What follows belongs to an exercise in optimizing a design on an open flow for small area, a short achievable clock period and few clock cycles; a production flow would make more cautious choices. Only simulation tests tie the RTL to the original design; equivalence was not proved. Power and IR drop assume default switching activity.

job 1262:
Design systolic_mac_top, start of the top module:
module systolic_mac_top (
    input  logic                                     clk,
    input  logic                                     rst,
    input  logic                                     in_req,
    input  logic                                     in_first,
    input  logic                                     in_last,
    input  logic [GRID_SIZE*DATA_WIDTH-1:0]          a_col,
    input  logic [GRID_SIZE*DATA_WIDTH-1:0]          b_row,
    output logic                                     in_ack,
    output logic [GRID_SIZE*GRID_SIZE*ACC_WIDTH-1:0] c_mat,
    output logic                                     done
);
Size: roughly 3,200 cells after synthesis, ~640 flip-flops, roughly 36,000 um2 of cells after synthesis.
export LEC_CHECK = 0
export CAP_MARGIN = 20
export CORE_MARGIN = 2
export CORE_UTILIZATION = 40
export CTS_CLUSTER_DIAMETER = 100
export CTS_CLUSTER_SIZE = 20
export GPL_ROUTABILITY_DRIVEN = 0
export SETUP_SLACK_MARGIN = 2.7
export SLEW_MARGIN = 20
export TNS_END_PERCENT = 100
create_clock -name core_clock -period 5.5 [get_ports {clk}]
standard.sh (not shown) runs the stock make flow with config.mk's settings and CLKGATE_MAP_FILE= SYNTH_SCRIPT=/design/flow/synth_recipe.tcl, a recipe that flattens the netlist after the stock synthesis.
==> flow/flow/run.sh <==
#!/bin/bash
# The standard layout (the standard.sh, standard synthesis included), with one change:
# the buffers that placement puts on every input and output port are sky130_fd_sc_hd__buf_1
# instead of the delay cell ORFS picks by default (clkdlybuf4s50_1, twice the area of buf_2).
set -euo pipefail
bash standard.sh 'BUFFER_PORTS_ARGS=-buffer_cell sky130_fd_sc_hd__buf_1' finish > standard_flow.log 2>&1
Job 1262 did not stop at any stage, and its layout met the timing, DRC and antenna checks.
Testbench counts of job 1262, summed over its fixed seeds: cycles 3,614.
Input-level comparison between job 3818 and job 1262:
- removing CTS_CLUSTER_SIZE (formerly 20)
- removing CTS_CLUSTER_DIAMETER (formerly 100)
- removing GPL_ROUTABILITY_DRIVEN (formerly 0)
- changing SETUP_SLACK_MARGIN from 2.7 to 2.5
==> flow/flow/run.sh <==
#!/bin/bash
# The standard layout (the standard.sh, standard synthesis included), with one change:
# the buffers that placement puts on every input and output port are sky130_fd_sc_hd__buf_2
# instead of the delay cell ORFS picks by default (clkdlybuf4s50_1, twice the area of buf_2).
set -euo pipefail
bash standard.sh 'BUFFER_PORTS_ARGS=-buffer_cell sky130_fd_sc_hd__buf_2' finish > standard_flow.log 2>&1
## What came out
- Diff job 1262 -> job 3818 | cell depth of the worst flop-to-flop path | decrease of 3
- Comparing job 1262 and job 3818, the higher combinational cell fraction of total power is on job 1262.
- Relative to job 1262, the design area measured on job 3818 has increased by a few percent.
- The power density of the placed cells reported for job 3818 is greater than that of job 1262 by about 5%.
- Relative to job 1262, job 3818 improves via count.
- Job 3818 vs job 1262: post-synthesis to final-layout area growth up
- Global-route usage: job 1262 vs job 3818, no meaningful difference
- Looking at share of final-layout standard cells stronger than drive strength 1, job 3818 sits 11 points higher than job 1262 does.
- Utilization job 1262 -> job 3818: up
- Job 3818 ends up with a setup slack after layout that is 150 ps lower than in job 1262.
### job 3818 -> job 4219
- changing SETUP_SLACK_MARGIN from 2.5 to 2.7
- setting CTS_CLUSTER_DIAMETER to 100 for the first time
- setting CTS_CLUSTER_SIZE to 20 for the first time
## What came out
Between job 4219 and job 3818, it is job 4219 whose area added between synthesis and finish is lower, by 1.9 points. [compare] base=job 3818 new=job 4219: area fraction in and, or, nand and nor cells after synthesis essentially unchanged, total power per unit cell area went down 5.0%, global-route usage increased 0.18 points, met2 track demand over resource in global routing now sits higher.
Edits applied to the flow inputs when going from job 4219 to job 1263:
- setting PLACE_DENSITY to 0.7 for the first time
==> flow/flow/run.sh <==
#!/bin/bash
# The standard layout (the standard.sh, standard synthesis included), with one change:
# the buffers that placement puts on every input and output port are sky130_fd_sc_hd__buf_1
# instead of the delay cell ORFS picks by default (clkdlybuf4s50_1, twice the area of buf_2).
set -euo pipefail
bash standard.sh 'BUFFER_PORTS_ARGS=-buffer_cell sky130_fd_sc_hd__buf_1' finish > standard_flow.log 2>&1
==> summary.txt <==
- As far as count of flip-flops and latches goes, job 4219 and job 1263 are indistinguishable; the numbers are identical.
- Job 1263 vs. job 4219: non-clock buffer count increased by about 0.9% relative to the old numbers; highest clock rate increased by 2.4% relative to the old numbers; clock buffer and inverter area fraction after layout increased by 0.18 points relative to the old numbers.
- Job 1263 has completed all stages; timing, DRC and antenna checks passed.
- Post-synth design cell area came out exactly the same in job 4219 and job 1263.
- In job 1263 relative to job 4219, area of combinational cells with multiple inputs had gone down slightly.
#### Input delta (job 1056 over job 1263)
- swapping 2.7 for 2.5 in SETUP_SLACK_MARGIN
- clearing PLACE_DENSITY, which used to be 0.7
==> summary.txt <==
- When the final numbers for job 1263 and job 1056 were put side by side, the DRC marker count from the first detailed-route iteration turned out to be greater in job 1263.
- Job 1263 → job 1056: combinational share of power dropped 0.2 points; count of TritonRoute iterations in the first routing pass dropped 1; sequential power barely changed; leakage power dropped 2.3%.
- Summary of job 1056 over job 1263: final cell count decreased by 48 relative to the old numbers, critical path depth decreased by 4 relative to the old numbers, sum of routed wire length over all layers decreased by 2.2% relative to the old numbers, final-layout clock buffer total increased by 4.8% relative to the old numbers.
- Job 1056 ended up with flop to flop as its type of the most critical hold path; job 1263 ended up with input port to async pin.
- Looking only at synthesis-to-finish area growth, and setting everything else aside, the lower value of job 1263 and job 1056 goes to job 1056.
- Job 1056: flow completed, timing, DRC and antenna clean
- Lower utilization was reported by job 1056, not job 1263.
What job 4180 does differently from job 1056 at the input level:
- SETUP_SLACK_MARGIN changed from 2.5 to 2.7
diff --git a/flow/flow/run.sh b/flow/flow/run.sh
--- a/flow/flow/run.sh
+++ b/flow/flow/run.sh
@@ -3,3 +3,3 @@
 # the buffers that placement puts on every input and output port are sky130_fd_sc_hd__buf_1
-# instead of the delay cell ORFS picks by default (clkdlybuf4s50_1, twice the area of buf_2).
+# instead of the delay cell ORFS picks by default (clkdlybuf4s50_1, 2.7 times the area of buf_1).
 set -euo pipefail
--- outcome ---
Relative to job 1056, multi-input gate share of total cell area has decreased by 0.52 points in job 4180.
Status: total placed instance area parity (job 4180, job 1056)
For job 4180, the capture point of the worst path was i_pe_grid.g_row[1].g_col[3].i_pe.x[14]$_DFFE_PP_, unlike job 1056, where it was i_pe_grid.g_row[0].g_col[3].i_pe.r1_q10$_DFF_P_.
NOTE: met2 routed wirelength in job 4180 exceeds that of job 1056
Compared with job 1056, job 4180 has extra setup slack.
Changes observed in job 4180 relative to job 1056: first-iteration DRC count comparable, global-route wire length before repair now larger, fraction of met2 tracks used by global routing now larger, summed area of non-filler cells in the final layout now larger.
Compared job 4180 vs job 1056, and time the final worst path needs with I/O delays and setup is down in job 4180.

==> afterwards: timing with drivers on the ports <==
No port has a modelled driver above. Below, the same layouts with a new extraction and two added sets of constraints. Step 1 sets driving cells, clkbuf_16 on the clock port and buf_2 on the other inputs (assumed; they add their load-dependent delay and slew). Step 2 also shifts input and output timing later by t, the mid clock arrival at the registers, as if the neighbouring blocks saw the same clock. Three values: ideal ports, drivers, drivers and shift; two values: the first two.
run | t, ns | setup slack, ns | worst register clock-pin slew, ns | worst slew at a driven data input, ns | cell pins on the clock port's net
job 1262 | 0.647 | 2.765 / 2.765 / 2.447 | 0.09 / 0.09 | 0.14 | 1
job 3818 | 0.694 | 2.611 / 2.611 / 2.611 | 0.06 / 0.06 | 0.14 | 1
job 4219 | 0.645 | 2.670 / 2.670 / 2.507 | 0.09 / 0.09 | 0.14 | 1
job 1263 | 0.651 | 2.736 / 2.736 / 2.736 | 0.09 / 0.09 | 0.16 | 1
job 1056 | 0.641 | 2.584 / 2.584 / 2.561 | 0.09 / 0.09 | 0.15 | 1
job 4180 | 0.647 | 2.765 / 2.765 / 2.447 | 0.09 / 0.09 | 0.14 | 1
After both steps setup and hold are still met in every run listed.
